Source: an optimization exercise on an open RTL-to-GDS flow (aim: small area and a short achievable clock period). Production flows keep margins and buffers that such runs may drop.
RTL that was checked went through simulation tests only; none was proved equivalent to the original.
Function not checked in runs 2 and 3: the RTL went through the layout flow alone.
Power and IR drop assume default switching activity.

--- flow/flow/run.sh ---
#!/bin/bash
export BUFFER_PORTS_ARGS="-buffer_cell sky130_fd_sc_hd__buf_1"
bash standard.sh > standard.log 2>&1
--- flow/standard.sh ---
#!/bin/bash
# synth_recipe.tcl (not shown) runs the flow's synth.tcl, then flattens the netlist and writes it again
# the make line also repeats each setting of config.mk as NAME=value (left out here)
make -C /OpenROAD-flow-scripts/flow DESIGN_CONFIG=/design/flow/config.mk WORK_HOME=/design/flow/orfs CLKGATE_MAP_FILE= SYNTH_SCRIPT=/design/flow/synth_recipe.tcl "${@:-finish}"
--- flow/config.mk ---
export PLATFORM = sky130hd
export DESIGN_NAME = bumpy_core
export DESIGN_NICKNAME = bumpy_core
export VERILOG_FILES = /design/flow/design.v
export SDC_FILE = /design/flow/constraint.sdc
export NUM_CORES = 4
export LEC_CHECK = 0
export CAP_MARGIN = 20
export CORE_MARGIN = 2
export CORE_UTILIZATION = 50
export CTS_BUF_LIST = sky130_fd_sc_hd__clkbuf_8
export SETUP_SLACK_MARGIN = 2.5
export SLEW_MARGIN = 20
--- flow/constraint.sdc ---
create_clock -name core_clock -period 6.0 [get_ports {clk}]
set_input_delay 1.2000 -clock core_clock [delete_from_list [all_inputs] [get_ports {clk}]]
set_output_delay 1.2000 -clock core_clock [all_outputs]
set_load 0.01 [all_outputs]
--- flow/design.v ---
`default_nettype none
package geom_pkg;
	localparam int FIXED_SHIFT = 6;
	localparam int TILE_PX = 64;
	localparam int BUMPY_PX = 16;
	localparam int GRID_COLS = 10;
	localparam int GRID_ROWS = 8;
	typedef logic signed [31:0] fixed_t;
	typedef logic signed [10:0] pixel_t;
	typedef logic [3:0] tile_idx_t;
	typedef struct packed {
		tile_idx_t col;
		tile_idx_t row;
	} tile_coord_t;
	typedef logic [1:0] tile_kind_t;
	localparam tile_kind_t TILE_FREE = 2'd0;
	localparam tile_kind_t TILE_STEP = 2'd1;
	localparam tile_kind_t TILE_TELEPORT = 2'd2;
	localparam tile_kind_t TILE_BORDER = 2'd3;
	typedef tile_kind_t [GRID_COLS*GRID_ROWS-1:0] tile_map_t;
	typedef logic [3:0] edge_code_t;
	localparam edge_code_t EDGE_NONE = 4'b0000;
	localparam edge_code_t EDGE_BOTTOM = 4'b0001;
	localparam edge_code_t EDGE_RIGHT = 4'b0010;
	localparam edge_code_t EDGE_TOP = 4'b0100;
	localparam edge_code_t EDGE_LEFT = 4'b1000;
endpackage
`default_nettype wire
`default_nettype none
package motion_pkg;
	typedef enum logic [2:0] {
		S_RESET,
		S_IDLE,
		S_LEFT,
		S_RIGHT,
		S_DOWN,
		S_UP,
		S_DIE
	} move_state_e;
	typedef struct packed {
		logic left;
		logic right;
		logic up;
		logic down;
	} keys_t;
	typedef struct packed {
		logic step;
		logic free;
		logic border;
		logic teleport;
		logic [3:0] hit_edge;
	} collision_t;
endpackage
`default_nettype wire
`timescale 1ns/100ps
`default_nettype none
module bumpy_core (
	input wire logic clk,
	input wire logic resetN,
	input wire logic start_of_frame,
	input wire motion_pkg::keys_t keys,
	input wire logic die,
	input wire logic restart,
	input wire geom_pkg::tile_map_t tile_map,
	input wire geom_pkg::tile_coord_t teleport_target,
	output geom_pkg::pixel_t offset_x,
	output geom_pkg::pixel_t offset_y,
	output motion_pkg::move_state_e state
);
	function automatic logic [31:0] pre_and(input logic [31:0] x);
		logic [31:0] p;
		p = x;
		for (int l = 0; l < 5; l++)
			for (int i = 0; i < 32; i++)
				if (((i >> l) & 1) != 0)
					p[i] = p[i] & p[((i >> l) << l) - 1];
		pre_and = {p[30:0], 1'b1};
	endfunction
	localparam logic [2:0] S_RESET = 3'd0;
	localparam logic [2:0] S_IDLE = 3'd1;
	localparam logic [2:0] S_LEFT = 3'd2;
	localparam logic [2:0] S_RIGHT = 3'd3;
	localparam logic [2:0] S_DOWN = 3'd4;
	localparam logic [2:0] S_UP = 3'd5;
	localparam logic [2:0] S_DIE = 3'd6;
	localparam logic [28:0] RST_PX = 29'd192;    
	localparam logic [30:0] RST_PY = 31'd8960;   
	localparam logic [30:0] LIM_Y = 31'd1376;
	logic [2:0] st;
	logic [2:0] cc;
	logic sxn, syn, syp, sx_nz;    
	logic sxp;
	assign sxp = sx_nz & ~sxn;
	logic [28:0] px;    
	logic [30:0] py;    
	logic [28:0] jx;    
	logic [30:0] jyl;   
	assign state = motion_pkg::move_state_e'(st);
	assign offset_x = px[13:3];
	assign offset_y = py[15:5];
	logic c_step, c_tele, c_free, c_bl, c_br;
	assign c_step = cc[0] & cc[1];
	assign c_tele = cc[0] & cc[2];
	assign c_free = cc[0] & ~cc[1] & ~cc[2];
	assign c_bl = ~cc[0] & cc[2];
	assign c_br = ~cc[0] & cc[1];
	logic [2:0] st_n;
	always_comb begin
		st_n = st;
		if (die)
			st_n = S_DIE;
		else if (st == S_RESET)
			st_n = S_IDLE;
		else if (st == S_DIE) begin
			if (restart)
				st_n = S_RESET;
		end
		else if (keys.up)
			st_n = c_free ? S_UP : S_IDLE;
		else if (keys.down)
			st_n = S_DOWN;
		else if (keys.left)
			st_n = S_LEFT;
		else if (keys.right)
			st_n = S_RIGHT;
		else
			st_n = S_IDLE;
	end
	logic dir_r;
	always_ff @(posedge clk or negedge resetN) begin
		if (!resetN) begin
			st <= S_RESET;
			dir_r <= 1'b0;
		end
		else if (start_of_frame) begin
			st <= st_n;
			dir_r <= st_n[0];
		end
	end
	logic [159:0] tm;
	assign tm = tile_map;
	logic signed [19:0] cx, cy;
	logic [5:0] mx, my;
	assign cx = px[28:9];
	assign mx = px[8:3];
	assign cy = py[30:11];
	assign my = py[10:5];
	logic inc_f, dec_l, inc_r, inc_rf, inc_rs;
	assign inc_f = (mx >= 6'd56);
	assign dec_l = (mx == 6'd0);
	assign inc_r = (mx >= 6'd48);
	assign inc_rf = (my >= 6'd48);
	assign inc_rs = (my >= 6'd56);
	logic [3:0] cf4, cl4, cr4;
	logic [2:0] rf3, rs3;
	assign cf4 = cx[3:0] + {3'd0, inc_f};
	assign cl4 = cx[3:0] - {3'd0, dec_l};
	assign cr4 = cx[3:0] + {3'd0, inc_r};
	assign rf3 = cy[2:0] + {2'd0, inc_rf};
	assign rs3 = cy[2:0] + {2'd0, inc_rs};
	logic cx_in, cx_m1, cx_10, cy_in, cy_m1;
	logic in_cf, in_cl, in_cr, in_rf, in_rs;
	assign cx_in = (cx[19:4] == 16'd0) && (cx[3:0] <= 4'd9);
	assign cx_m1 = (cx == -20'sd1);
	assign cx_10 = (cx == 20'sd10);
	assign cy_in = (cy[19:3] == 17'd0);
	assign cy_m1 = (cy == -20'sd1);
	assign in_cf = (cx_in && !(cx[3:0] == 4'd9 && inc_f)) || (cx_m1 && inc_f);
	assign in_cl = (cx_in && !(cx[3:0] == 4'd0 && dec_l)) || (cx_10 && dec_l);
	assign in_cr = (cx_in && !(cx[3:0] == 4'd9 && inc_r)) || (cx_m1 && inc_r);
	assign in_rf = (cy_in && !(cy[2:0] == 3'd7 && inc_rf)) || (cy_m1 && inc_rf);
	assign in_rs = (cy_in && !(cy[2:0] == 3'd7 && inc_rs)) || (cy_m1 && inc_rs);
	function automatic logic m8(input logic [7:0] d, input logic [2:0] s);
		m8 = s[2] ? (s[1] ? (s[0] ? d[7] : d[6]) : (s[0] ? d[5] : d[4]))
		          : (s[1] ? (s[0] ? d[3] : d[2]) : (s[0] ? d[1] : d[0]));
	endfunction
	function automatic logic m10(input logic [9:0] d, input logic [3:0] s);
		m10 = s[3] ? (s[0] ? d[9] : d[8]) :
		      s[2] ? (s[1] ? (s[0] ? d[7] : d[6]) : (s[0] ? d[5] : d[4]))
		           : (s[1] ? (s[0] ? d[3] : d[2]) : (s[0] ? d[1] : d[0]));
	endfunction
	logic [19:0] rowf;
	logic [9:0] bs, f0, f1;
	always_comb begin
		for (int i = 0; i < 20; i++) begin
			logic [7:0] d;
			for (int r = 0; r < 8; r++) d[r] = tm[r * 20 + i];
			rowf[i] = m8(d, rf3);
		end
		for (int c = 0; c < 10; c++) begin
			logic [7:0] d;
			for (int r = 0; r < 8; r++) d[r] = tm[r * 20 + 2 * c] & tm[r * 20 + 2 * c + 1];
			bs[c] = m8(d, rs3);
			f0[c] = rowf[2 * c];
			f1[c] = rowf[2 * c + 1];
		end
	end
	logic [1:0] kfs;
	logic lbs, rbs;
	assign kfs = {m10(f1, cf4), m10(f0, cf4)};
	assign lbs = m10(bs, cl4);
	assign rbs = m10(bs, cr4);
	logic [1:0] kf;
	logic lb, rb;
	assign kf = kfs | {2{~(in_cf & in_rf)}};
	assign lb = lbs | ~(in_cl & in_rs);
	assign rb = rbs | ~(in_cr & in_rs);
	logic [2:0] cc_n;
	assign cc_n = (kf != 2'd3) ? {kf, 1'b1} : {lb, ~lb & rb, 1'b0};
	always_ff @(posedge clk or negedge resetN) begin
		if (!resetN)
			cc <= 3'b000;
		else
			cc <= cc_n;
	end
	logic lt_y;
	assign lt_y = signed'(py) < signed'(jyl);
	logic signed [10:0] qx;
	always_comb begin
		case ({dir_r, sx_nz})
			2'b00: qx = 11'sd513;
			2'b01: qx = 11'sd498;
			2'b10: qx = -11'sd512;
			default: qx = -11'sd497;
		endcase
	end
	logic [30:0] ax, bx, cx3, sx3, kx3, zx;
	assign ax = {px[28], px[28], px};
	assign bx = ~{jx[28], jx[28], jx};
	assign cx3 = {{20{qx[10]}}, qx};
	assign sx3 = ax ^ bx ^ cx3;
	assign kx3 = {(ax[29:0] & bx[29:0]) | (ax[29:0] & cx3[29:0]) | (bx[29:0] & cx3[29:0]), 1'b0};
	assign zx = sx3 + kx3;
	logic [28:0] ux;
	logic wrap_l, wrap_r, lt_l, gt_r;
	assign ux = {~jx[28], jx[27:0]};
	assign wrap_l = (ux[28:10] == 19'd0) && (sx_nz ? (ux[9:0] < 10'd497) : (ux[9:0] < 10'd512));
	assign wrap_r = (ux[28:10] == 19'h7ffff) && (sx_nz ? (~ux[9:0] < 10'd497) : (~ux[9:0] < 10'd512));
	assign lt_l = wrap_l ? ~(~zx[30] & zx[29]) : zx[30];
	assign gt_r = wrap_r ? ~(zx[30] & ~zx[29]) : ~zx[30];
	always_ff @(posedge clk or negedge resetN) begin
		if (!resetN) begin
			syn <= 1'b0;
			syp <= 1'b0;
		end
		else begin
			case (st)
				S_IDLE, S_LEFT, S_RIGHT: begin
					if (c_step && !syn) begin
						syn <= 1'b1;
						syp <= 1'b0;
					end
					else if (lt_y && !syp) begin
						syn <= 1'b0;
						syp <= 1'b1;
					end
				end
				S_DOWN: begin
					syn <= 1'b0;
					syp <= 1'b1;
				end
				S_UP: begin
					syn <= 1'b1;
					syp <= 1'b0;
				end
				default: begin
					syn <= 1'b0;
					syp <= 1'b0;
				end
			endcase
		end
	end
	logic sxn_n, sxp_n;
	assign sxn_n = (st == S_LEFT) && !(lt_l && !sxp);
	assign sxp_n = (st == S_RIGHT) && !(gt_r && !sxn);
	always_ff @(posedge clk or negedge resetN) begin
		if (!resetN) begin
			sxn <= 1'b0;
			sx_nz <= 1'b0;
		end
		else begin
			sxn <= sxn_n;
			sx_nz <= sxn_n | sxp_n;
		end
	end
	logic jump;
	assign jump = c_step || (st == S_UP && c_free);
	logic [3:0] jlp, jlm;
	logic [28:0] jpush;
	assign jlp = {1'b0, px[8:6]} + 4'd5;
	assign jlm = {1'b0, px[8:6]} - 4'd5;
	logic [31:0] jp1, jp0;
	assign jp1 = pre_and({12'hfff, px[28:9]});
	assign jp0 = pre_and({12'hfff, ~px[28:9]});
	always_comb begin
		jpush[5:0] = px[5:0];
		jpush[8:6] = c_br ? jlp[2:0] : jlm[2:0];
		for (int i = 9; i < 29; i++)
			jpush[i] = px[i] ^ (c_br ? jlp[3] & jp1[i - 9] : jlm[3] & jp0[i - 9]);
	end
	always_ff @(posedge clk or negedge resetN) begin
		if (!resetN)
			jx <= '0;
		else if (jump)
			jx <= px;
		else if (c_bl || c_br)
			jx <= jpush;
	end
	logic [6:0] jyb;
	logic [30:0] jyn;
	assign jyb = {1'b0, py[10:5]} - 7'd43;
	logic [31:0] jy0;
	assign jy0 = pre_and({12'hfff, ~py[30:11]});
	always_comb begin
		jyn[4:0] = py[4:0];
		jyn[10:5] = jyb[5:0];
		for (int i = 11; i < 31; i++)
			jyn[i] = py[i] ^ (jyb[6] & jy0[i - 11]);
	end
	always_ff @(posedge clk or negedge resetN) begin
		if (!resetN)
			jyl <= -LIM_Y;
		else if (jump)
			jyl <= jyn;
	end
	logic [28:0] tx;
	logic [31:0] tl1, tl0, tu1, tu0;
	assign tl1 = pre_and({28'hfffffff, px[3:0]});
	assign tl0 = pre_and({28'hfffffff, ~px[3:0]});
	assign tu1 = pre_and({7'h7f, px[28:4]});
	assign tu0 = pre_and({7'h7f, ~px[28:4]});
	always_comb begin
		for (int i = 0; i < 4; i++)
			tx[i] = ~sxn ? tl0[i] : tl1[i];
		for (int i = 4; i < 29; i++)
			tx[i] = ~sxn ? ~tl0[4] & tu1[i - 4] : ~tl1[4] & tu0[i - 4];
	end
	logic [30:0] ty;
	logic [7:0] lyp, lym;
	assign lyp = {1'b0, py[6:0]} + 8'd75;
	assign lym = {1'b0, py[6:0]} - 8'd75;
	logic [31:0] ty1, ty0;
	assign ty1 = pre_and({8'hff, py[30:7]});
	assign ty0 = pre_and({8'hff, ~py[30:7]});
	always_comb begin
		ty[6:0] = (syp ? lyp[6:0] : lym[6:0]) ^ py[6:0];
		for (int i = 7; i < 31; i++)
			ty[i] = syp ? lyp[7] & ty1[i - 7] : lym[7] & ty0[i - 7];
	end
	always_ff @(posedge clk or negedge resetN) begin
		if (!resetN) begin
			px <= RST_PX;
			py <= RST_PY;
		end
		else if (c_tele) begin
			px <= {16'd0, teleport_target.col, 9'd192};
			py <= {16'd0, teleport_target.row, 11'd768};
		end
		else if (start_of_frame) begin
			px <= px ^ ({29{sx_nz}} & tx);
			py <= py ^ ({31{syn | syp}} & ty);
		end
	end
endmodule
`default_nettype wire
==> results of run 1 <==
==> registers in the layout, summed over array words and instances (netlist names) <==
name   count
jyl       31
py        31
jx        29
px        29
cc         3
st         3
sx_nz      1
sxn        1
syn        1
syp        1
==> cells in the final DEF (no fill, tap or decap), types with 52 or more instances in the layout <==
| cell | synthesis | routed |
|---|---|---|
| ha_1 | 110 | 103 |
| buf_1 | 7 | 200 |
| nor2_1 | 144 | 143 |
| xnor2_1 | 74 | 74 |
| o21ai_0 | 166 | 161 |
| dfrtp_1 | 102 | 98 |
| inv_1 | 92 | 91 |
| a21oi_1 | 131 | 131 |
| nand2_1 | 151 | 149 |
| mux4_2 | 52 | 52 |
| nand3_1 | 75 | 75 |
==> layer usage <==
metal  up-vias  global-route usage
met5         -                   0
met4         0               0.113
met3        82              0.0538
met2       377               0.475
met1      5951               0.360
li1       6062                   -
==> repair_timing <==
action	CTS	global route
gates resized for setup	17	14
setup buffers	3	22
pin swaps	1	5
setup endpoints to repair	5	7
hold endpoints to repair	0	0
gates cloned	1	1
==> power groups by stage <==
stage          clock network (mW)  registers, mW  logic (mW)
6_report                    0.745           1.56        4.26
5_1_grt                     0.796           1.62        4.73
4_1_cts                     0.764           1.56        4.04
3_5_place_dp                    0           1.58        3.94
3_3_place_gp                    0           1.57        3.87
2_1_floorplan                   0           1.31        3.31
==> worst max-delay path: cells and delay by family, from the launching register on <==
family / cells / cell delay (ns)
AO/OA/AOI/OAI: 9 / 1.65
adder cells (fa/ha/maj): 3 / 0.89
buffers and inverters: 2 / 0.26
flip-flops: 1 / 0.49
==> logic make-up (layout without fill, tap and decap cells) <==
group	after synthesis	count (layout)
AO/OA/AOI/OAI	419	419
XOR/XNOR	122	122
adder cells (fa/ha/maj)	111	111
buffers and inverters	213	367
flip-flops	130	130
multiplexers	69	69
other	0	2
AND/OR/NAND/NOR	553	555
==> final timing paths <==
| check | to | depth (start not counted) | startpoint | slack (ns) |
|---|---|---|---|---|
| min in group asynchronous | px[0] | 1 | resetN | 0.82 |
| max in group asynchronous | py[10] | 2 | resetN | 4.09 |
| hold / removal | jyl[29] | 2 | jyl[29] | 0.46 |
| setup / recovery | sx_nz | 14 | st[0] | 2.64 |
| setup reg to reg | sx_nz | 14 | st[0] | 2.64 |
| hold reg to reg | jyl[29] | 2 | jyl[29] | 0.46 |
==> final cells by class <==
| type | count | area share |
|---|---|---|
| diodes | 2 | 0.000344 |
| clock buffers | 19 | 0.0180 |
| clock inverters | 13 | 0.00799 |
| inverters | 92 | 0.0239 |
| multi-input cells | 1276 | 0.619 |
| flip-flops and latches | 130 | 0.226 |
| well taps | 335 | 0.0288 |
| repair buffers | 243 | 0.0759 |
==> metrics by stage <==
step / area (sq um) / hold slack [ns] / setup slack (ns)
floorplan: 13100 / 0.442 / 2.52
global placement: 13800 / 0.450 / 2.04
detailed placement: 13900 / 0.452 / 1.88
CTS: 14300 / 0.466 / 2.49
global route: 14600 / 0.490 / 2.48
finish: 14600 / 0.462 / 2.64
==> impl_metrics.tcl, run 1 <==
set metrics [dict create \
    first_global_vias 12100 \
    synth_most_common_cell "o21ai_0" \
    synth_top_area_share 0.195 \
    final_antenna_net_count 0 \
    multiInputGateArea_sq_um 9020 \
    overflow 0 \
    cts_root_buf "clkbuf_8" \
    grt_setup_unrepaired "yes" \
    io_buffers 201 \
    numCtsBuffers 17 \
    netlist_top_cells_count "166 x o21ai_0, 151 x nand2_1, 144 x nor2_1, 131 x a21oi_1, 110 x ha_1" \
    gp_congestion 0.909 \
    fp.dieH_um 166 \
    drive_gt1_frac 0.112 \
    layout.nets 2048 \
    fillers 2569 \
    synth-simple-area-share 0.202 \
    synth_top_family_by_area "simple AND/OR/NAND/NOR gates" \
    path_cells "inv_4, ha_4, inv_1, fa_1, ha_1, a21o_1, a21o_1, a21oi_1, o21a_1, a21oi_1, a211oi_2, o21ai_1, a2111o_1, o22ai_1" \
    synth-compound-area-share 0.185 \
    worstMarginPinSlew_ns 1.07 \
    routedWlPerCell_um 18.6 \
    crit_slowest_cell "dfrtp_2" \
    grt_usage 0.283 \
    grt_pass1_wl_um 63100 \
    synth_cells 1617 \
    ir_drop_uv 234 \
    cts_max_path_buffers 2 \
    setup_viol_count_final 0 \
    worstSkewPairLatency_ns 0.46 \
    max_clock_freq_mhz 298 \
    fp-row-count 59 \
    synthMuxAreaShare 0.103 \
    synth_adder_area_share 0.107 \
    fin_skew_ns 0.0204 \
    num_vias 12500 \
    drc 0 \
    finalPower_mw 6.57 \
    clock_sinks 130 \
    ys_types 64 \
    layout_min_cycle_time_ns 3.36 \
    synth_nets 1905 \
    p_sw_mw 3.14 \
    final-hold-violation-count 0 \
    cts_tree "done" \
    status "finished clean" \
    register_area_sq_um 3290 \
    fin_setup_tns_ns 0 \
    hold_path_class "flip-flop to flip-flop" \
    ios 202 \
    power_density_nw_per_um2 451 \
    grt_max_degree 81 \
    end_kind "flip-flop" \
    yosysWarnings 1 \
    ctsHoldBuffers 0 \
    antenna_found_initial 2 \
    path_clk_slew_ns 0.09 \
    maxCapViolCount 0 \
    timing.final.crit_share 0.560 \
    fin_cells 2110 \
    postRouteWirelength_um 39300 \
    synth_seq_cells 130 \
    wl_met3_um 2110 \
    syn_area_sq_um 13100 \
    dr.max_layer_used "met4" \
    critPathArrivalTime_ns 3.72 \
    synth_xor_xnor_area_share 0.0824 \
    cp.required_ns 6.36 \
    viasPerCell 5.91 \
    initial_core_util 0.505 \
    h-tree-depth 4 \
    switching_share 0.478 \
    power_frac_comb 0.649 \
    yosysTopAreaCell "dfrtp_1" \
    maxSlewViolCount 0 \
    drt-met1-wl_um 16900 \
    pwr-share-seq 0.237 \
    relSlewSlack 0.280 \
    synth.area.top_cells "dfrtp_1 20%, ha_1 11%, mux4_2 9.0%" \
    slowest_delay_ns 0.49 \
    dp.cells 2049 \
    die_area_sq_um 27400 \
    fin_util 0.564 \
    leakagePower_nw 5.86 \
    start_kind "flip-flop" \
    syn_to_final_growth_pct 11.5 \
    core-area_sq_um 25800 \
    dp_hpwl_um 29400 \
    synth_edf_count 0 \
    synthFlopType "dfrtp_1" \
    die_w_um 166 \
    route.met2.wl_um 18900 \
    yosysSeqAreaShare 0.252 \
    ys_async_sr_fraction 1.00 \
    drtPass1Iterations 5 \
    first_iter_violations 786 \
    p_int_mw 3.43 \
    path_max_fanout 8 \
    critPathKind "flip-flop to flip-flop" \
    clkPwrFrac 0.114 \
    synth_area_per_cell_sq_um 8.08 \
]
==> inputs of run 2 (changes only) <==
--- a/flow/design.v
+++ b/flow/design.v
@@ -69,2 +69,9 @@
 );
+	function automatic logic [31:0] pre_and_r(input logic [31:0] x);
+		logic [31:0] p;
+		p = x;
+		for (int i = 1; i < 32; i++)
+			p[i] = p[i] & p[i - 1];
+		pre_and_r = {p[30:0], 1'b1};
+	endfunction
 	function automatic logic [31:0] pre_and(input logic [31:0] x);
@@ -327,6 +334,6 @@
 	logic [31:0] tl1, tl0, tu1, tu0;
-	assign tl1 = pre_and({28'hfffffff, px[3:0]});
-	assign tl0 = pre_and({28'hfffffff, ~px[3:0]});
-	assign tu1 = pre_and({7'h7f, px[28:4]});
-	assign tu0 = pre_and({7'h7f, ~px[28:4]});
+	assign tl1 = pre_and_r({28'hfffffff, px[3:0]});
+	assign tl0 = pre_and_r({28'hfffffff, ~px[3:0]});
+	assign tu1 = pre_and_r({7'h7f, px[28:4]});
+	assign tu0 = pre_and_r({7'h7f, ~px[28:4]});
 	always_comb begin
@@ -342,4 +349,4 @@
 	logic [31:0] ty1, ty0;
-	assign ty1 = pre_and({8'hff, py[30:7]});
-	assign ty0 = pre_and({8'hff, ~py[30:7]});
+	assign ty1 = pre_and_r({8'hff, py[30:7]});
+	assign ty0 = pre_and_r({8'hff, ~py[30:7]});
 	always_comb begin
==> run 2 against run 1 <==
Compared with the run above:
- clock power grew 7.1%
- first-iteration DRC count rose by 13%
- maximum frequency shrank 2.7%
- clock skew about the same
- cell count is 5.3% lower
- utilization rose by 1.6 points
- critical path type unchanged
- largest power group unchanged
==> impl_metrics.tcl, run 2 <==
set metrics [dict create \
    netlist_top_cells_count "200 x nand2_1, 125 x nor2_1, 124 x o21ai_0, 102 x dfrtp_1, 99 x inv_1" \
    fin_setup_tns_ns 0 \
    dp_hpwl_um 28600 \
    ir_drop_uv 291 \
    fin_skew_ns 0.0207 \
    drc 0 \
    leakagePower_nw 5.95 \
    overflow 0 \
    ctsHoldBuffers 0 \
    cts_root_buf "clkbuf_8" \
    first_global_vias 11400 \
    relSlewSlack 0.331 \
    hp-start "jyl[27]" \
    startpoint "st[0]" \
    status "finished clean" \
    ios 202 \
    worstMarginPinSlew_ns 1.00 \
    yosysTopAreaCell "dfrtp_1" \
    yosysSeqAreaShare 0.259 \
    synth_nets 1766 \
    numCtsBuffers 17 \
    end_kind "flip-flop" \
    gp_congestion 0.901 \
    drtPass1Iterations 7 \
    max_clock_freq_mhz 290 \
    first_iter_violations 885 \
    reg_top3 "jyl x31, py x31" \
    timing.rr.start "st[0]" \
    regToRegEndpoint "sx_nz" \
    hold_path_class "flip-flop to flip-flop" \
    rr_worst_depth 15 \
    grt_max_degree 60 \
    syn_area_sq_um 12700 \
    maxCapViolCount 0 \
    initial_core_util 0.507 \
    synth_area_per_cell_sq_um 8.56 \
    worstSkewPairLatency_ns 0.46 \
    synth_top_area_share 0.201 \
    hold_depth 2 \
    postRouteWirelength_um 37900 \
    die_w_um 163 \
    syn_to_final_growth_pct 14.4 \
    cts_tree "done" \
    io_buffers 201 \
    ys_types 67 \
    maxSlewViolCount 0 \
    layout.nets 1940 \
    yosysWarnings 1 \
    synth.area.top_cells "dfrtp_1 20%, mux4_2 9.9%, ha_1 8.0%" \
    critPathKind "flip-flop to flip-flop" \
    ys_async_sr_fraction 1.00 \
    cp.required_ns 6.37 \
    grt_pass1_wl_um 60700 \
    reg2reg_setup_slack_ns 2.55 \
    viasPerCell 5.84 \
    path_max_fanout 6 \
    clock_sinks 130 \
    setup_viol_count_final 0 \
    synth_edf_count 0 \
    layout_min_cycle_time_ns 3.45 \
    synthFlopType "dfrtp_1" \
    synth_most_common_cell "nand2_1" \
    start_kind "flip-flop" \
    finalPower_mw 7.39 \
    antenna_found_initial 1 \
    synth_cells 1481 \
    setup.worst_path.end "sx_nz" \
    path_clk_slew_ns 0.08 \
    cts_max_path_buffers 2 \
    h-tree-depth 4 \
    grt_usage 0.289 \
    final-hold-violation-count 0 \
    critPathArrivalTime_ns 3.82 \
    timing.final.crit_share 0.575 \
    grt_setup_unrepaired "yes" \
    drive_gt1_frac 0.137 \
    most-common-layout-cells "200 x nand2_1, 200 x buf_1, 124 x nor2_1" \
    power_density_nw_per_um2 509 \
    fp-row-count 58 \
    fp.dieH_um 163 \
    synth_seq_cells 130 \
    num_vias 11700 \
    core-area_sq_um 25000 \
    routedWlPerCell_um 19.0 \
    die_area_sq_um 26700 \
    final_antenna_net_count 0 \
]
run 2: worst min path at each step:
stage                    to  slack, ns
CTS                 jyl[28]       0.48
floorplan           jyl[10]       0.45
global placement    jyl[27]       0.47
finish              jyl[27]       0.48
global route        jyl[25]       0.50
detailed placement  jyl[28]       0.47
run 2: area by class of cell:
type	instances	area [sq um]
well taps	330	413
clock buffers	18	248
inverters	100	384
flip-flops and latches	130	3290
multi-input cells	1145	8710
clock inverters	14	161
diodes	1	2.50
fillers	2356	10500
repair buffers	261	1300
run 2: repair_timing:
action                     4_1_cts  5_1_grt
resized for setup               12       35
pin swaps                        3       14
setup endpoints to repair        5        4
setup buffers                   13       32
cloned                           1        2
run 2: cells by family after synthesis:
group                    count (synthesis)  synth area share
adder cells (fa/ha/maj)                109             0.123
buffers and inverters                  208            0.0690
AND/OR/NAND/NOR                        528             0.191
multiplexers                            88             0.137
XOR/XNOR                               107            0.0760
flip-flops                             130             0.259
AO/OA/AOI/OAI                          311             0.145
run 2: power by group:
part | switching [mW] | internal (mW) | total [mW]
Clock | 0.436 | 0.362 | 0.798
Combinational | 2.56 | 2.31 | 4.87
Sequential | 0.505 | 1.21 | 1.71
Total | 3.51 | 3.88 | 7.39
run 2: stage by stage:
stage | std cells | area (sq um) | utilization | hold WS, ns | setup WS (ns)
2_1_floorplan | 1481 | 12700 | - | 0.450 | 2.54
3_3_place_gp | 1918 | 13500 | 0.538 | 0.465 | 1.92
3_5_place_dp | 1918 | 13500 | 0.538 | 0.472 | 1.89
4_1_cts | 1964 | 14100 | 0.562 | 0.484 | 2.48
5_1_grt | 1999 | 14500 | 0.580 | 0.498 | 2.40
6_report | 1999 | 14500 | 0.580 | 0.480 | 2.55
run 2: worst max-delay path, stage by stage (launching register included):
cell      delay, ns
dfrtp_2        0.50
inv_4          0.11
ha_2           0.22
inv_4          0.08
fa_1           0.48
inv_1          0.04
ha_1           0.29
a21o_1         0.18
a21o_1         0.18
a21oi_2        0.16
o21ai_0        0.11
a21oi_1        0.20
o211ai_1       0.23
mux2i_1        0.19
nor3b_2        0.25
o21bai_1       0.14
run 2: metal layers:
layer,global-route usage,routed length [um],vias to the layer above
met5,0,0,-
met4,0.0809,755,0
met3,0.0363,1600,49
met2,0.494,18900,349
met1,0.388,16600,5703
li1,-,-,5583
==> inputs of run 3 (changes only) <==
--- a/flow/design.v
+++ b/flow/design.v
@@ -69,9 +69,2 @@
 );
-	function automatic logic [31:0] pre_and_r(input logic [31:0] x);
-		logic [31:0] p;
-		p = x;
-		for (int i = 1; i < 32; i++)
-			p[i] = p[i] & p[i - 1];
-		pre_and_r = {p[30:0], 1'b1};
-	endfunction
 	function automatic logic [31:0] pre_and(input logic [31:0] x);
@@ -333,7 +326,6 @@
 	logic [28:0] tx;
-	logic [31:0] tl1, tl0, tu1, tu0;
-	assign tl1 = pre_and_r({28'hfffffff, px[3:0]});
-	assign tl0 = pre_and_r({28'hfffffff, ~px[3:0]});
-	assign tu1 = pre_and_r({7'h7f, px[28:4]});
-	assign tu0 = pre_and_r({7'h7f, ~px[28:4]});
+	logic [31:0] tl1, tl0, tu;
+	assign tl1 = pre_and({28'hfffffff, px[3:0]});
+	assign tl0 = pre_and({28'hfffffff, ~px[3:0]});
+	assign tu = pre_and({7'h7f, px[28:4] ^ {25{sxn}}});
 	always_comb begin
@@ -342,3 +334,3 @@
 		for (int i = 4; i < 29; i++)
-			tx[i] = ~sxn ? ~tl0[4] & tu1[i - 4] : ~tl1[4] & tu0[i - 4];
+			tx[i] = (sxn ? ~tl1[4] : ~tl0[4]) & tu[i - 4];
 	end
@@ -348,5 +340,4 @@
 	assign lym = {1'b0, py[6:0]} - 8'd75;
-	logic [31:0] ty1, ty0;
-	assign ty1 = pre_and_r({8'hff, py[30:7]});
-	assign ty0 = pre_and_r({8'hff, ~py[30:7]});
+	logic [31:0] tyu;
+	assign tyu = pre_and({8'hff, py[30:7] ^ {24{syn}}});
 	always_comb begin
@@ -354,3 +345,3 @@
 		for (int i = 7; i < 31; i++)
-			ty[i] = syp ? lyp[7] & ty1[i - 7] : lym[7] & ty0[i - 7];
+			ty[i] = (syn ? lym[7] : lyp[7]) & tyu[i - 7];
 	end
==> run 3 against run 2 <==
Compared with the run above:
- still clean on timing, DRC and antenna
- worst hold slack improved by 0.00097 ns
- first-iteration DRC count decreased by 10%
- die area increased by 2.1%
- setup slack improved by 0.045 ns
- design area increased by 1.0%
- utilization decreased by 0.076 points
- total power decreased by 17%
- flip-flop and latch count unchanged
- wire length increased by 3.8%
- largest cell class unchanged
==> impl_metrics.tcl, run 3 <==
set metrics [dict create \
    synth_top_area_share 0.197 \
    synth_edf_count 0 \
    drc 0 \
    end_kind "flip-flop" \
    first_global_vias 11400 \
    yosysTopAreaCell "dfrtp_1" \
    critPathKind "flip-flop to flip-flop" \
    leakagePower_nw 5.91 \
    relSlewSlack 0.396 \
    fin_setup_tns_ns 0 \
    grt_usage 0.291 \
    fin_skew_ns 0.0273 \
    core-area_sq_um 25300 \
    num_vias 12100 \
    yosysWarnings 1 \
    synth_cells 1553 \
    die_w_um 165 \
    overflow 0 \
    cpMostUsedCell "o21ai_0" \
    status "finished clean" \
    ys_types 79 \
    maxSlewViolCount 0 \
    start_kind "flip-flop" \
    die_area_sq_um 27200 \
    synth.area.top_cells "dfrtp_1 20%, ha_1 11%, mux4_2 9.9%" \
    postRouteWirelength_um 39400 \
    layout.nets 1988 \
    fp-row-count 58 \
    yosysSeqAreaShare 0.254 \
    crit_slowest_cell "dfrtp_2" \
    most-common-layout-cells "200 x buf_1, 162 x nand2_1, 145 x o21ai_0" \
    synthFlopType "dfrtp_1" \
    rr_worst_depth 16 \
    ys_async_sr_fraction 1.00 \
    critPathArrivalTime_ns 3.78 \
    numCtsBuffers 17 \
    io_buffers 201 \
    n_antenna_cell 0 \
    routedWlPerCell_um 19.3 \
    h-tree-depth 4 \
    reg_top3 "jyl x31, py x31" \
    hold_path_class "flip-flop to flip-flop" \
    final-hold-violation-count 0 \
    path_max_fanout 9 \
    synth_most_common_cell "nand2_1" \
    synth_nets 1840 \
    fp.dieH_um 165 \
    syn_area_sq_um 13000 \
    gp_congestion 0.870 \
    dp_hpwl_um 28800 \
    drive_gt1_frac 0.135 \
    antenna_found_initial 0 \
    netlist_top_cells_count "165 x nand2_1, 151 x o21ai_0, 128 x nor2_1, 109 x ha_1, 102 x dfrtp_1" \
    worstSkewPairLatency_ns 0.48 \
    layout_commonest_cell "buf_1" \
    max_clock_freq_mhz 294 \
    grt_pass1_wl_um 61600 \
    cts_tree "done" \
    clock_sinks 130 \
    cts_root_buf "clkbuf_8" \
    first_iter_violations 794 \
    worstMarginPinSlew_ns 0.906 \
    grt_setup_unrepaired "yes" \
    syn_to_final_growth_pct 13.1 \
    finalPower_mw 6.14 \
    viasPerCell 5.90 \
    setup_viol_count_final 0 \
    final_antenna_net_count 0 \
    synth_seq_cells 130 \
    hold_depth 2 \
    grt_max_degree 69 \
    slowest_delay_ns 0.39 \
    synth_area_per_cell_sq_um 8.34 \
    drtPass1Iterations 6 \
    cts_max_path_buffers 2 \
    ir_drop_uv 351 \
    power_density_nw_per_um2 419 \
    path_cells "buf_4, inv_1, ha_4, or2_4, a21oi_1, o21ai_0, ha_1, nand4_1, nor2_1, and2_1, a311oi_1, o21ai_0, a211oi_1, o22ai_1, and4_1, a41o_1" \
    maxCapViolCount 0 \
    ios 202 \
    timing.final.crit_share 0.568 \
    path_clk_slew_ns 0.10 \
    cp.required_ns 6.37 \
    layout_min_cycle_time_ns 3.41 \
    initial_core_util 0.512 \
]
[run 3: changes by cell type in the layout (fill, tap and decap cells not counted), sizes merged, moves of 9 or more]
| cell | change |
|---|---|
| a21oi | +13 |
| nand2b | +10 |
| o211ai | -9 |
| ha | +28 |
| nor3 | -13 |
| fa | -26 |
| o22ai | +21 |
| o21ai | +29 |
| inv | -9 |
| buf | -16 |
| or3 | +10 |
| xnor2 | +35 |
| nand2 | -35 |
[run 3: worst paths after layout]
| kind | start | endpoint | slack (ns) |
|---|---|---|---|
| worst max-delay path | sx_nz | sx_nz | 2.59 |
| worst min-delay path | jyl[23] | jyl[23] | 0.48 |
| worst max register to register | sx_nz | sx_nz | 2.59 |
| min in group asynchronous | resetN | px[25] | 0.84 |
| max in group asynchronous | resetN | jyl[18] | 4.05 |
| worst min register to register | jyl[23] | jyl[23] | 0.48 |
[run 3: report_power, final]
part / internal, mW / switching, mW
logic: 1.96 / 2.02
registers: 1.02 / 0.318
clock network: 0.357 / 0.470
[run 3: per-layer routing]
| metal | GRT usage | wire [um] |
|---|---|---|
| met1 | 0.388 | 17500 |
| met2 | 0.489 | 18900 |
| met3 | 0.0442 | 2080 |
| met4 | 0.0866 | 846 |
| met5 | 0 | 0 |
[run 3: cell families after synthesis]
logic type	after synthesis	synth area share
XOR/XNOR	140	0.0967
adder cells (fa/ha/maj)	111	0.108
flip-flops	130	0.254
AND/OR/NAND/NOR	512	0.188
multiplexers	79	0.117
buffers and inverters	208	0.0686
AO/OA/AOI/OAI	373	0.168
[run 3: cell type report]
type	instances	area, sq um
clock inverters	15	191
fillers	2401	10700
flip-flops and latches	130	3290
multi-input cells	1218	9050
well taps	330	413
clock buffers	17	234
inverters	90	340
repair buffers	244	1140
[run 3: stage by stage]
stage | cell area, sq um | cells | util | hold slack [ns] | worst slack, ns
2_1_floorplan | 13000 | 1553 | - | 0.444 | 2.45
3_3_place_gp | 13700 | 1979 | 0.542 | 0.462 | 1.97
3_5_place_dp | 13700 | 1979 | 0.542 | 0.472 | 1.88
6_report | 14700 | 2044 | 0.579 | 0.481 | 2.59
4_1_cts | 14400 | 2028 | 0.569 | 0.484 | 2.51
5_1_grt | 14700 | 2044 | 0.579 | 0.494 | 2.41
[run 3: repair_timing]
item	CTS	global route
cloned	3	0
pin swaps	4	21
setup buffers	14	16
hold buffers	0	0
endpoints found under the setup margin	5	5
gates resized for setup	20	31
[run 3: worst max-delay path, delay by kind of cell, from the launching register on]
family | cells | cell delay [ns]
fa+ha+maj | 2 | 0.52
simple gates | 5 | 0.90
flops | 1 | 0.39
buf+inv | 2 | 0.17
compound gates | 7 | 1.33
==> inputs of run 4 (changes only) <==
--- a/flow/design.v
+++ b/flow/design.v
@@ -89,3 +89,4 @@
 	logic [2:0] st;
-	logic [2:0] cc;
+	logic [1:0] nk;
+	logic lbr, rbr;
 	logic sxn, syn, syp, sx_nz;    
@@ -101,7 +102,7 @@
 	logic c_step, c_tele, c_free, c_bl, c_br;
-	assign c_step = cc[0] & cc[1];
-	assign c_tele = cc[0] & cc[2];
-	assign c_free = cc[0] & ~cc[1] & ~cc[2];
-	assign c_bl = ~cc[0] & cc[2];
-	assign c_br = ~cc[0] & cc[1];
+	assign c_step = nk == 2'b10;
+	assign c_tele = nk == 2'b01;
+	assign c_free = nk == 2'b11;
+	assign c_bl = (nk == 2'b00) & lbr;
+	assign c_br = (nk == 2'b00) & ~lbr & rbr;
 	logic [2:0] st_n;
@@ -207,9 +208,13 @@
 	assign rb = rbs | ~(in_cr & in_rs);
-	logic [2:0] cc_n;
-	assign cc_n = (kf != 2'd3) ? {kf, 1'b1} : {lb, ~lb & rb, 1'b0};
 	always_ff @(posedge clk or negedge resetN) begin
-		if (!resetN)
-			cc <= 3'b000;
-		else
-			cc <= cc_n;
+		if (!resetN) begin
+			nk <= 2'b00;
+			lbr <= 1'b0;
+			rbr <= 1'b0;
+		end
+		else begin
+			nk <= ~kf;
+			lbr <= lb;
+			rbr <= rb;
+		end
 	end
==> flow/flow/run.sh (replaced) <==
#!/bin/bash
export BUFFER_PORTS_ARGS="-buffer_cell sky130_fd_sc_hd__buf_1"
bash standard.sh RECOVER_POWER=100 finish > standard.log 2>&1
==> run 4 against run 3 <==
Compared with the run above:
- the layout now fails its checks (capacitance limit, slew limit)
- cell count hardly changed
- critical path depth down 6
- clock power increased by 0.7%
- die area increased by 1.5%
- worst hold slack better by 0.0032 ns
- wire length rose by 0.58%
- sequential power hardly changed
- highest routed layer unchanged
==> impl_metrics.tcl, run 4 <==
set metrics [dict create \
    h-tree-depth 4 \
    netlist_top_cells_count "149 x nand2_1, 144 x o21ai_0, 131 x nor2_1, 120 x a21oi_1, 109 x ha_1" \
    regToRegEndpoint "nk[0]" \
    synth_edf_count 0 \
    ys_async_sr_fraction 1.00 \
    cp.required_ns 6.39 \
    path_cells "nand2_1, inv_1, ha_4, ha_1, clkbuf_1, mux4_2, mux4_2, mux4_2, nand2_1, and3_1" \
    whs_ns 0.484 \
    first_global_vias 11600 \
    layout_min_cycle_time_ns 4.50 \
    hp-start "jyl[5]" \
    synth_nets 1846 \
    relSlewSlack -1.08 \
    fp.dieH_um 166 \
    leakagePower_nw 5.65 \
    postRouteWirelength_um 39600 \
    ir_drop_uv 261 \
    fillers 2433 \
    synthFlopType "dfrtp_1" \
    max_clock_freq_mhz 222 \
    finalPower_mw 5.83 \
    ys_types 86 \
    drc 0 \
    pwr-share-seq 0.235 \
    rr_worst_depth 10 \
    antenna_found_initial 0 \
    status "failed layout checks" \
    syn_to_final_growth_pct 9.76 \
    reg_top3 "jyl x31, py x31" \
    gp_congestion 0.994 \
    fin_skew_ns 0.0241 \
    fin_setup_tns_ns 0 \
    fp-row-count 59 \
    cp.depth 10 \
    die_area_sq_um 27600 \
    synth_seq_cells 131 \
    core-area_sq_um 26000 \
    layout_commonest_cell "buf_1" \
    syn_area_sq_um 13200 \
    numCtsBuffers 17 \
    p_int_mw 3.21 \
    io_buffers 201 \
    clkPwrFrac 0.143 \
    place_ws_ns 2.07 \
    synth.area.top_cells "dfrtp_1 20%, mux4_2 11%, ha_1 10%" \
    final_antenna_net_count 0 \
    cts_root_buf "clkbuf_8" \
    cpMostUsedCell "mux4_2" \
    timing.rr.start "py[9]" \
    path_clk_slew_ns 0.10 \
    dp_hpwl_um 30200 \
    critPathArrivalTime_ns 4.89 \
    grt_usage 0.285 \
    final-hold-violation-count 0 \
    drtPass1Iterations 5 \
    drive_gt1_frac 0.100 \
    crit_slowest_cell "clkbuf_1" \
    cts_max_path_buffers 2 \
    cts_tree "done" \
    maxCapViolCount 8 \
    cpLargestDelayFamily "multiplexers" \
    path_max_fanout 28 \
    placed_area_sq_um 13900 \
    die_w_um 166 \
    synth_top_area_share 0.196 \
    yosysWarnings 1 \
    yosysSeqAreaShare 0.252 \
    worstSkewPairLatency_ns 0.46 \
    switching_share 0.450 \
    setup_viol_count_final 0 \
    setup_ws_ns 1.50 \
    viasPerCell 5.96 \
    ctsHoldBuffers 0 \
    critPathKind "flip-flop to flip-flop" \
    clock_sinks 131 \
    yosysTopAreaCell "dfrtp_1" \
    slowest_delay_ns 1.18 \
    ios 202 \
    reg2reg_setup_slack_ns 1.50 \
    worstMarginPinSlew_ns 3.11 \
    grt_pass1_wl_um 63100 \
    hold_path_class "flip-flop to flip-flop" \
    power_density_nw_per_um2 404 \
    synth_cells 1559 \
    critPathBufInv 2 \
    violatedChecks "capacitance limit, slew limit" \
    num_vias 12200 \
    end_kind "flip-flop" \
    setup.worst_path.end "nk[0]" \
    initial_core_util 0.506 \
    synth_most_common_cell "nand2_1" \
    startpoint "py[9]" \
    first_iter_violations 845 \
    n_antenna_cell 0 \
    start_kind "flip-flop" \
    maxSlewViolCount 321 \
    stdcell_area_sq_um 14400 \
    grt_setup_unrepaired "no" \
    timing.final.crit_share 0.750 \
    routedWlPerCell_um 19.4 \
    synth_area_per_cell_sq_um 8.44 \
    p_sw_mw 2.62 \
    most-common-layout-cells "197 x buf_1, 149 x nand2_1, 148 x o21ai_0" \
    layout.nets 1981 \
    overflow 0 \
    power_frac_comb 0.622 \
    grt_max_degree 81 \
]
[run 4: changes by cell type after synthesis, sizes merged, moves of 7 or more]
| cell | delta |
|---|---|
| a21oi | +29 |
| o22ai | -24 |
| nand2 | -16 |
| nand3 | +15 |
| nor3 | +11 |
| a21o | -10 |
| xor2 | -9 |
| buf | +7 |
| clkbuf | -7 |
| mux4 | +7 |
| nor4 | +7 |
[run 4: layer usage]
| layer | global-route usage | vias to the layer above | routed length, um |
|---|---|---|---|
| li1 | - | 5855 | - |
| met1 | 0.389 | 5837 | 17300 |
| met2 | 0.482 | 430 | 19300 |
| met3 | 0.0336 | 42 | 2100 |
| met4 | 0.0795 | 0 | 857 |
| met5 | 0 | - | 0 |
[run 4: cells by family after synthesis]
kind of cell,after synthesis,share of synthesized area
AND/OR/NAND/NOR,528,0.197
flip-flops,131,0.252
buffers and inverters,210,0.0721
adder cells (fa/ha/maj),110,0.105
AO/OA/AOI/OAI,368,0.162
XOR/XNOR,133,0.0897
multiplexers,79,0.122
[run 4: worst min-delay path by stage]
| stage | to | cells after the start |
|---|---|---|
| floorplan | jyl[23] | 2 |
| global placement | jyl[30] | 2 |
| detailed placement | jyl[30] | 2 |
| CTS | jyl[30] | 2 |
| global route | jyl[5] | 2 |
| finish | jyl[5] | 2 |
[run 4: timing repair]
| action | CTS | global route |
|---|---|---|
| pin swaps | 2 | 1 |
| gates cloned | 1 | 0 |
| endpoints found under the setup margin | 6 | 4 |
| setup buffers | 1 | 16 |
| resized for setup | 5 | 6 |
[run 4: power by group through the flow]
stage	Clock [mW]	Sequential [mW]	Combinational (mW)
global route	0.892	1.41	4.01
detailed placement	0	1.39	3.43
CTS	0.854	1.38	3.52
global placement	0	1.38	3.38
floorplan	0	1.19	2.85
finish	0.834	1.37	3.63
[run 4: stage by stage]
stage	util	cells
after floorplan	-	1559
after global placement	0.534	1992
after detailed placement	0.534	1992
after CTS	0.553	2026
after global routing	0.556	2042
final	0.556	2042
[run 4: area by class of cell]
type                       count  area, sq um  area share
clock buffer                  18          248      0.0172
clock inverter                14          176      0.0122
inverter                      91          342      0.0236
multi-input combinational   1219         8940       0.619
sequential                   131         3310       0.229
tap                          335          419      0.0290
timing repair buffer         234         1000      0.0696
[run 4: worst min-delay path, stage by stage (launching register included)]
cell	delay [ns]
dfstp_2	0.38
nand2_1	0.04
o21ai_0	0.06
==> inputs of run 5 (changes only) <==
==> flow/flow/run.sh (replaced) <==
#!/bin/bash
export BUFFER_PORTS_ARGS="-buffer_cell sky130_fd_sc_hd__buf_1"
bash standard.sh > standard.log 2>&1
==> run 5 against run 4 <==
Compared with the run above:
- now clean on timing, DRC and antenna
- sequential power hardly changed
- combinational power hardly changed
- cell count stayed put
- flip-flop and latch count stayed put
- clock power hardly changed
- critical path type unchanged
- critical endpoint unchanged
==> impl_metrics.tcl, run 5 <==
set metrics [dict create \
    grt_usage 0.285 \
    critPathKind "flip-flop to flip-flop" \
    maxSlewViolCount 0 \
    cts_max_path_buffers 2 \
    core-area_sq_um 26000 \
    maxCapViolCount 0 \
    h-tree-depth 4 \
    cts_tree "done" \
    synth_top_area_share 0.196 \
    synth_edf_count 0 \
    fp-row-count 59 \
    yosysWarnings 1 \
    first_iter_violations 803 \
    syn_to_final_growth_pct 10.4 \
    dp_hpwl_um 30200 \
    relSlewSlack 0.458 \
    num_vias 12200 \
    gp_congestion 0.994 \
    start_kind "flip-flop" \
    die_area_sq_um 27600 \
    final-hold-violation-count 0 \
    regToRegEndpoint "nk[0]" \
    most-common-layout-cells "200 x buf_1, 149 x nand2_1, 144 x o21ai_0" \
    ys_types 86 \
    initial_core_util 0.506 \
    drtPass1Iterations 6 \
    setup.worst_path.end "nk[0]" \
    timing.rr.start "py[11]" \
    synthFlopType "dfrtp_1" \
    timing.final.crit_share 0.556 \
    startpoint "py[11]" \
    grt_pass1_wl_um 63100 \
    synth_area_per_cell_sq_um 8.44 \
    ir_drop_uv 251 \
    layout.nets 1981 \
    rr_worst_depth 8 \
    fillers 2415 \
    die_w_um 166 \
    postRouteWirelength_um 39600 \
    routedWlPerCell_um 19.4 \
    final_antenna_net_count 0 \
    synth_most_common_cell "nand2_1" \
    setup_viol_count_final 0 \
    yosysTopAreaCell "dfrtp_1" \
    end_kind "flip-flop" \
    hold_path_class "flip-flop to flip-flop" \
    finalPower_mw 5.86 \
    power_density_nw_per_um2 403 \
    grt_max_degree 81 \
    yosysSeqAreaShare 0.252 \
    path_max_fanout 28 \
    synth_cells 1559 \
    fin_skew_ns 0.0208 \
    synth.area.top_cells "dfrtp_1 20%, mux4_2 11%, ha_1 10%" \
    fp.dieH_um 166 \
    path_clk_slew_ns 0.10 \
    cp.required_ns 6.39 \
    n_antenna_cell 0 \
    netlist_top_cells_count "149 x nand2_1, 144 x o21ai_0, 131 x nor2_1, 120 x a21oi_1, 109 x ha_1" \
    max_clock_freq_mhz 300 \
    first_global_vias 11600 \
    numCtsBuffers 17 \
    ios 202 \
    viasPerCell 5.99 \
    reg_top3 "jyl x31, py x31" \
    reg2reg_setup_slack_ns 2.66 \
    synth_nets 1846 \
    io_buffers 201 \
    status "finished clean" \
    clock_sinks 131 \
    leakagePower_nw 5.69 \
    drc 0 \
    worstMarginPinSlew_ns 0.813 \
    layout_commonest_cell "buf_1" \
    ys_async_sr_fraction 1.00 \
    drive_gt1_frac 0.114 \
    grt_setup_unrepaired "no" \
    layout_min_cycle_time_ns 3.34 \
    cts_root_buf "clkbuf_8" \
    critPathArrivalTime_ns 3.73 \
    worstSkewPairLatency_ns 0.46 \
    antenna_found_initial 1 \
    fin_setup_tns_ns 0 \
    overflow 0 \
    ctsHoldBuffers 0 \
    synth_seq_cells 131 \
    syn_area_sq_um 13200 \
]
-- run 5: changes by cell type in the layout (fill, tap and decap cells not counted), sizes merged --
cell / change
buf: +11
clkbuf: -11
-- run 5: metrics by stage --
step	setup WS (ns)	utilization	std cells	hold WS [ns]	instance area, sq um
2_1_floorplan	2.50	-	1559	0.444	13200
3_3_place_gp	2.20	0.534	1992	0.453	13900
3_5_place_dp	2.07	0.534	1992	0.457	13900
4_1_cts	2.45	0.553	2026	0.470	14400
5_1_grt	2.52	0.559	2042	0.497	14500
6_report	2.66	0.559	2042	0.468	14500
-- run 5: how the worst min path moves through the flow --
stage,from,to,slack [ns],cells after the start
finish,jyl[30],jyl[30],0.47,2
global route,jyl[23],jyl[23],0.50,2
CTS,jyl[30],jyl[30],0.47,2
detailed placement,jyl[30],jyl[30],0.46,2
global placement,jyl[30],jyl[30],0.45,2
floorplan,jyl[23],jyl[23],0.44,2
-- run 5: kinds of logic (layout without fill, tap and decap cells) --
group | Yosys count | count (layout) | share of synthesized area
and+or+nand+nor | 528 | 529 | 0.197
AOI/OAI and AO/OA | 368 | 368 | 0.162
buffers and inverters | 210 | 357 | 0.0721
xor gates and xnor gates | 133 | 133 | 0.0897
DFF | 131 | 131 | 0.252
adders and majority gates | 110 | 110 | 0.105
muxes | 79 | 79 | 0.122
-- run 5: worst max-delay path, stage by stage, from the launching register on --
cell	delay (ns)
dfrtp_1	0.60
ha_4	0.27
ha_2	0.52
buf_6	0.32
mux4_2	0.35
mux4_2	0.51
mux4_2	0.48
nand2_1	0.07
and3_1	0.14
-- run 5: routing by layer --
metal  up-vias  wire length (um)  global-route usage
met4         0               779              0.0795
met1      5863             17100               0.389
met3        41              2210              0.0336
li1       5859                 -                   -
met2       462             19500               0.482
met5         -                 0                   0
-- run 5: what timing repair did --
item,in CTS,in global routing
pin swaps,2,1
buffers inserted,1,16
setup endpoints to repair,6,4
resized for setup,5,6
gates cloned,1,0
-- run 5: area by class of cell --
type                            count  area [sq um]  area share
Multi-Input combinational cell   1219          8980       0.618
Tap cell                          335           419      0.0289
Clock buffer                       18           248      0.0171
Sequential cell                   131          3320       0.228
Clock inverter                     14           176      0.0121
Inverter                           91           342      0.0235
Timing Repair Buffer              234          1040      0.0718
-- run 5: power breakdown --
part | switching (mW) | internal (mW)
Sequential | 0.347 | 1.03
Clock | 0.405 | 0.429
Combinational | 1.88 | 1.76
==> inputs of run 6 (changes only) <==
--- a/flow/design.v
+++ b/flow/design.v
@@ -301,5 +301,5 @@
 		jpush[5:0] = px[5:0];
-		jpush[8:6] = c_br ? jlp[2:0] : jlm[2:0];
+		jpush[8:6] = c_br ? jlp[2:0] : (c_bl ? jlm[2:0] : px[8:6]);
 		for (int i = 9; i < 29; i++)
-			jpush[i] = px[i] ^ (c_br ? jlp[3] & jp1[i - 9] : jlm[3] & jp0[i - 9]);
+			jpush[i] = px[i] ^ ((c_br & jlp[3] & jp1[i - 9]) | (c_bl & jlm[3] & jp0[i - 9]));
 	end
@@ -308,5 +308,3 @@
 			jx <= '0;
-		else if (jump)
-			jx <= px;
-		else if (c_bl || c_br)
+		else if (jump || c_bl || c_br)
 			jx <= jpush;
--- a/flow/config.mk
+++ b/flow/config.mk
@@ -9,3 +9,3 @@
 export CORE_MARGIN = 2
-export CORE_UTILIZATION = 50
+export CORE_UTILIZATION = 45
 export CTS_BUF_LIST = sky130_fd_sc_hd__clkbuf_8
==> run 6 against run 5 <==
Compared with the run above:
- non-clock buffer count decreased by 9
- flip-flop and latch count unchanged
- still clean on timing, DRC and antenna
- first-iteration DRC count up 4.7%
- clock skew increased by 0.0015 ns
- die area is 7.3% higher
==> impl_metrics.tcl, run 6 <==
set metrics [dict create \
    leakagePower_nw 5.53 \
    drtPass1Iterations 6 \
    synthFlopType "dfrtp_1" \
    syn_area_sq_um 12700 \
    netlist_top_cells_count "165 x nand2_1, 165 x o21ai_0, 116 x nor2_1, 108 x ha_1, 103 x dfrtp_1" \
    drive_gt1_frac 0.120 \
    end_kind "flip-flop" \
    status "finished clean" \
    ios 202 \
    layout_min_cycle_time_ns 3.40 \
    fin_setup_tns_ns 0 \
    synth_seq_cells 131 \
    cts_max_path_buffers 2 \
    synth_top_area_share 0.203 \
    synth_edf_count 0 \
    antenna_found_initial 0 \
    placed_area_sq_um 13500 \
    initial_core_util 0.458 \
    setup.worst_path.end "lbr" \
    final-hold-violation-count 0 \
    final_antenna_net_count 0 \
    grt_setup_unrepaired "yes" \
    crit_slowest_cell "dfstp_2" \
    finalPower_mw 7.23 \
    synth_nets 1773 \
    max_clock_freq_mhz 294 \
    n_antenna_cell 0 \
    clock_sinks 131 \
    cpLargestDelayFamily "multiplexers" \
    grt_pass1_wl_um 62300 \
    critPathArrivalTime_ns 3.74 \
    power_density_nw_per_um2 511 \
    path_max_fanout 40 \
    yosysWarnings 1 \
    ys_async_sr_fraction 1.00 \
    syn_to_final_growth_pct 11.2 \
    hold_path_class "flip-flop to flip-flop" \
    path_clk_slew_ns 0.09 \
    yosysSeqAreaShare 0.260 \
    maxSlewViolCount 0 \
    regToRegEndpoint "lbr" \
    setup_ws_ns 2.60 \
    stdcell_area_sq_um 14100 \
    fillers 2795 \
    viasPerCell 5.77 \
    dp.cells 1968 \
    slowest_delay_ns 0.61 \
    path_cells "and3_2, ha_4, buf_12, nand3_1, o21ai_0, mux4_2, mux4_2, mux2i_1, a21oi_1, or4_1" \
    die_area_sq_um 29600 \
    ir_drop_uv 259 \
    multiInputGateArea_sq_um 8670 \
    fp-row-count 61 \
    rr_worst_depth 10 \
    whs_ns 0.482 \
    ctsHoldBuffers 0 \
    start_kind "flip-flop" \
    most-common-layout-cells "200 x buf_1, 165 x nand2_1, 164 x o21ai_0" \
    maxCapViolCount 0 \
    grt_max_degree 51 \
    routedWlPerCell_um 19.5 \
    core-area_sq_um 27800 \
    first_global_vias 11600 \
    first_iter_violations 841 \
    layout.nets 1907 \
    cp.required_ns 6.34 \
    place_ws_ns 2.01 \
    worstSkewPairLatency_ns 0.48 \
    yosysTopAreaCell "dfrtp_1" \
    relSlewSlack 0.333 \
    ys_types 75 \
    num_vias 11600 \
    timing.final.crit_share 0.567 \
    critPathKind "flip-flop to flip-flop" \
    reg_top3 "jyl x31, py x31" \
    h-tree-depth 4 \
    dp_hpwl_um 30000 \
    critPathBufInv 1 \
    cts_root_buf "clkbuf_8" \
    register_area_sq_um 3320 \
    synth_cells 1487 \
    reg2reg_setup_slack_ns 2.60 \
    synth.area.top_cells "dfrtp_1 20%, mux4_2 12%, ha_1 11%" \
    cpMostUsedCell "mux4_2" \
    io_buffers 201 \
    timing.rr.start "py[8]" \
    numCtsBuffers 17 \
    overflow 0 \
    fp.dieH_um 172 \
    startpoint "py[8]" \
    fin_util 0.509 \
    layout_commonest_cell "buf_1" \
    fin_skew_ns 0.0223 \
    gp_congestion 0.946 \
    die_w_um 172 \
    synth_area_per_cell_sq_um 8.56 \
    fin_cells 2012 \
    postRouteWirelength_um 39200 \
    worstMarginPinSlew_ns 1.00 \
    cp.depth 10 \
    setup_viol_count_final 0 \
    cts_tree "done" \
    drc 0 \
    grt_usage 0.272 \
]
==> run 6: how the worst min path moves through the flow <==
stage	start	endpoint	slack, ns	cells after the start
6_report	jyl[16]	jyl[16]	0.48	2
5_1_grt	jyl[25]	jyl[25]	0.50	2
4_1_cts	jyl[16]	jyl[16]	0.49	2
3_5_place_dp	jyl[0]	jyl[0]	0.47	2
3_3_place_gp	jyl[23]	jyl[23]	0.46	2
2_1_floorplan	jyl[10]	jyl[10]	0.45	2
==> run 6: logic make-up (layout without fill, tap and decap cells) <==
kind of cell    Yosys count  in the layout  synth area share
fa+ha+maj               109            109             0.108
simple gates            496            496             0.185
flops                   131            131             0.260
xor+xnor                143            143            0.0996
buf+inv                 189            336            0.0657
compound gates          338            338             0.152
mux                      81             81             0.129
==> run 6: cell type report <==
| cell class | count | area share |
|---|---|---|
| Clock buffer | 18 | 0.0175 |
| Tap cell | 378 | 0.0334 |
| Sequential cell | 131 | 0.235 |
| Clock inverter | 14 | 0.0108 |
| Timing Repair Buffer | 225 | 0.0698 |
| Inverter | 79 | 0.0210 |
| Multi-Input combinational cell | 1167 | 0.613 |
==> run 6: worst min-delay path: stages, from the launching register on <==
cell     delay (ns)
dfstp_2        0.38
nand2_1        0.04
o21ai_0        0.06
==> run 6: per-layer routing <==
layer / track usage / up-vias / share of wire
li1: - / 5560 / -
met1: 0.332 / 5586 / 0.42
met2: 0.483 / 399 / 0.50
met3: 0.0426 / 69 / 0.046
met4: 0.103 / 0 / 0.034
met5: 0 / - / 0
==> run 6: power breakdown <==
| group | switching, mW | internal, mW |
|---|---|---|
| logic | 2.56 | 2.20 |
| clock network | 0.411 | 0.384 |
| registers | 0.477 | 1.20 |
==> run 6: repair_timing <==
item	4_1_cts	5_1_grt
buffers inserted	5	7
resized for setup	5	14
pin swaps	3	2
endpoints found under the setup margin	5	12
endpoints found under the hold margin	0	0
==> inputs of run 7 (changes only) <==
--- a/flow/config.mk
+++ b/flow/config.mk
@@ -9,5 +9,5 @@
 export CORE_MARGIN = 2
-export CORE_UTILIZATION = 45
+export CORE_UTILIZATION = 50
 export CTS_BUF_LIST = sky130_fd_sc_hd__clkbuf_8
-export SETUP_SLACK_MARGIN = 2.5
+export SETUP_SLACK_MARGIN = 2.8
 export SLEW_MARGIN = 20
==> run 7 against run 6 <==
Compared with the run above:
- first-iteration DRC count shrank 8.4%
- setup slack gained 0.22 ns
- highest routed layer is now met5
- largest cell class unchanged
- area after synthesis is the same
- combinational power up 6.1%
- non-clock buffer count up 31
==> impl_metrics.tcl, run 7 <==
set metrics [dict create \
    h-tree-depth 4 \
    cts_max_path_buffers 2 \
    final_antenna_net_count 0 \
    yosysTopAreaCell "dfrtp_1" \
    final-hold-violation-count 0 \
    synth_edf_count 0 \
    routedWlPerCell_um 19.8 \
    layout_min_cycle_time_ns 3.18 \
    power_density_nw_per_um2 518 \
    dp_hpwl_um 29000 \
    worstMarginPinSlew_ns 0.977 \
    hold_path_end "jyl[5]" \
    core-area_sq_um 25100 \
    fp.dieH_um 164 \
    antenna_found_initial 5 \
    drive_gt1_frac 0.145 \
    die_area_sq_um 26700 \
    critPathArrivalTime_ns 3.52 \
    io_buffers 201 \
    crit_slowest_cell "dfrtp_2" \
    rr_worst_depth 15 \
    synth-compound-area-share 0.152 \
    synth_area_per_cell_sq_um 8.56 \
    grt_usage 0.303 \
    placed_area_sq_um 13500 \
    grt_max_degree 64 \
    path_max_fanout 8 \
    reg2reg_setup_slack_ns 2.82 \
    ios 202 \
    regToRegEndpoint "sx_nz" \
    grt_pass1_wl_um 62900 \
    postRouteWirelength_um 39600 \
    synthMuxAreaShare 0.129 \
    fp-row-count 58 \
    drtPass1Iterations 5 \
    cpMostUsedCell "a21oi_1" \
    hold_path_class "flip-flop to flip-flop" \
    register_area_sq_um 3330 \
    synth_adder_area_share 0.108 \
    numCtsBuffers 17 \
    yosysWarnings 1 \
    synth_xor_xnor_area_share 0.0996 \
    synth_top_family_by_area "simple AND/OR/NAND/NOR gates" \
    timing.rr.start "sx_nz" \
    synth_nets 1773 \
    initial_core_util 0.507 \
    cts_tree "done" \
    path_cells "buf_4, ha_4, or2_4, buf_4, a21oi_1, o21ai_0, ha_1, a21o_1, a21oi_1, o21ai_0, a21oi_1, o21ai_2, nor3_1, nor3b_2, nand3b_1" \
    clock_sinks 131 \
    synthFlopType "dfrtp_1" \
    layout.nets 1940 \
    syn_area_sq_um 12700 \
    setup_viol_count_final 0 \
    num_vias 11700 \
    syn_to_final_growth_pct 13.7 \
    first_global_vias 11500 \
    synth_cells 1487 \
    overflow 0 \
    drc 0 \
    netlist_top_cells_count "165 x nand2_1, 165 x o21ai_0, 116 x nor2_1, 108 x ha_1, 103 x dfrtp_1" \
    status "finished clean" \
    grt_setup_unrepaired "yes" \
    timing.final.crit_share 0.531 \
    gp_congestion 0.971 \
    end_kind "flip-flop" \
    start_kind "flip-flop" \
    stdcell_area_sq_um 14500 \
    maxCapViolCount 0 \
    maxSlewViolCount 0 \
    critPathKind "flip-flop to flip-flop" \
    first_iter_violations 770 \
    leakagePower_nw 5.72 \
    yosysSeqAreaShare 0.260 \
    fin_skew_ns 0.0239 \
    synth_top_area_share 0.203 \
    synth.area.top_cells "dfrtp_1 20%, mux4_2 12%, ha_1 11%" \
    slowest_delay_ns 0.44 \
    ir_drop_uv 235 \
    reg_top3 "jyl x31, py x31" \
    hold_depth 2 \
    cp.required_ns 6.33 \
    fin_setup_tns_ns 0 \
    die_w_um 164 \
    worstSkewPairLatency_ns 0.47 \
    ctsHoldBuffers 0 \
    max_clock_freq_mhz 314 \
    relSlewSlack 0.349 \
    layout_commonest_cell "buf_1" \
    multiInputGateArea_sq_um 8770 \
    ys_types 75 \
    hp-start "jyl[5]" \
    synth-simple-area-share 0.185 \
    fillers 2398 \
    viasPerCell 5.87 \
    cts_root_buf "clkbuf_8" \
    most-common-layout-cells "199 x buf_1, 164 x nand2_1, 161 x o21ai_0" \
    synth_seq_cells 131 \
    path_clk_slew_ns 0.10 \
    ys_async_sr_fraction 1.00 \
]
==> run 7: critical path, delay by kind of cell (launching register included) <==
family | cells | cell delay [ns]
adder cells (fa/ha/maj) | 2 | 0.50
buffers and inverters | 2 | 0.32
AND/OR/NAND/NOR | 4 | 0.83
flip-flops | 1 | 0.44
AO/OA/AOI/OAI | 7 | 0.98
==> run 7: per-layer routing <==
metal  vias up  share of wire  global-route usage
met5         -        0.00068                   0
met2       407           0.49               0.517
li1       5638              -                   -
met4         4          0.016              0.0698
met1      5640           0.43               0.398
met3        42          0.065              0.0589
==> run 7: cell families after synthesis <==
family          count (synthesis)
simple gates                  496
compound gates                338
buf+inv                       189
xor+xnor                      143
flops                         131
fa+ha+maj                     109
mux                            81
==> run 7: timing repair <==
action,in CTS,in global routing
resized for setup,24,18
pin swaps,3,13
endpoints found under the setup margin,18,20
buffers inserted,12,31
gates cloned,2,1
==> run 7: cell type report <==
cell class / count / share of cell area
Multi-Input combinational cell: 1169 / 0.606
Clock buffer: 17 / 0.0162
Tap cell: 330 / 0.0285
Timing Repair Buffer: 256 / 0.0878
Clock inverter: 15 / 0.0108
Inverter: 79 / 0.0205
Sequential cell: 131 / 0.230
Antenna cell: 3 / 0.000519
==> run 7: worst max path at each step <==
stage | from | to | slack (ns) | cells past startpoint
3_3_place_gp | py[10] | nk[1] | 2.19 | 7
6_report | sx_nz | sx_nz | 2.82 | 15
3_5_place_dp | st[0] | sx_nz | 2.08 | 12
5_1_grt | sx_nz | sx_nz | 2.67 | 15
2_1_floorplan | py[8] | lbr | 2.70 | 10
4_1_cts | st[0] | sx_nz | 2.67 | 13
==> run 7: report_power, final <==
part	switching, mW	internal, mW
clock	0.464	0.313
combinational	2.66	2.39
sequential	0.477	1.20
==> run 7: stage by stage <==
| step | power, mW | cells | setup WS [ns] | utilization | hold WS, ns |
|---|---|---|---|---|---|
| after CTS | 7.30 | 1965 | 2.67 | 0.563 | 0.488 |
| after global routing | 8.16 | 1998 | 2.67 | 0.576 | 0.501 |
| after floorplan | 5.16 | 1487 | 2.70 | - | 0.450 |
| after global placement | 6.15 | 1919 | 2.19 | 0.538 | 0.463 |
| after detailed placement | 6.22 | 1919 | 2.08 | 0.538 | 0.472 |
| final | 7.50 | 2000 | 2.82 | 0.576 | 0.483 |

-- port drivers added, routing unchanged --
How much do the figures lean on ideal ports? The routed layouts below were timed once more, with nothing changed but the port constraints. Step 1: set_driving_cell puts a clkbuf_16 on clk and a buf_2 on each other input, an assumption about the parent block. Step 2 times the ports against the registers' clock, not the clock port: input delays grow and output delays shrink by t, the midpoint of the rising clock arrivals with the driver on. Slacks: ideal / step 1 / step 2; pairs: ideal / step 1.
| run | t, ns | setup WS [ns] | clock arrival spread, ns |
|---|---|---|---|
| run 1 | 0.499 | 2.642 / 2.642 / 2.344 | 0.020 / 0.020 |
| run 2 | 0.493 | 2.548 / 2.548 / 2.548 | 0.021 / 0.021 |
| run 3 | 0.517 | 2.594 / 2.594 / 2.533 | 0.028 / 0.028 |
| run 4 | 0.492 | 1.500 / 1.500 / 1.500 | 0.024 / 0.024 |
| run 5 | 0.489 | 2.662 / 2.662 / 2.662 | 0.021 / 0.020 |
| run 6 | 0.515 | 2.599 / 2.599 / 2.112 | 0.022 / 0.022 |
| run 7 | 0.504 | 2.816 / 2.816 / 2.679 | 0.025 / 0.025 |
The setup slack of run 6, which loses most, moves by 0.000 ns with the drivers and by -0.487 ns with both steps.
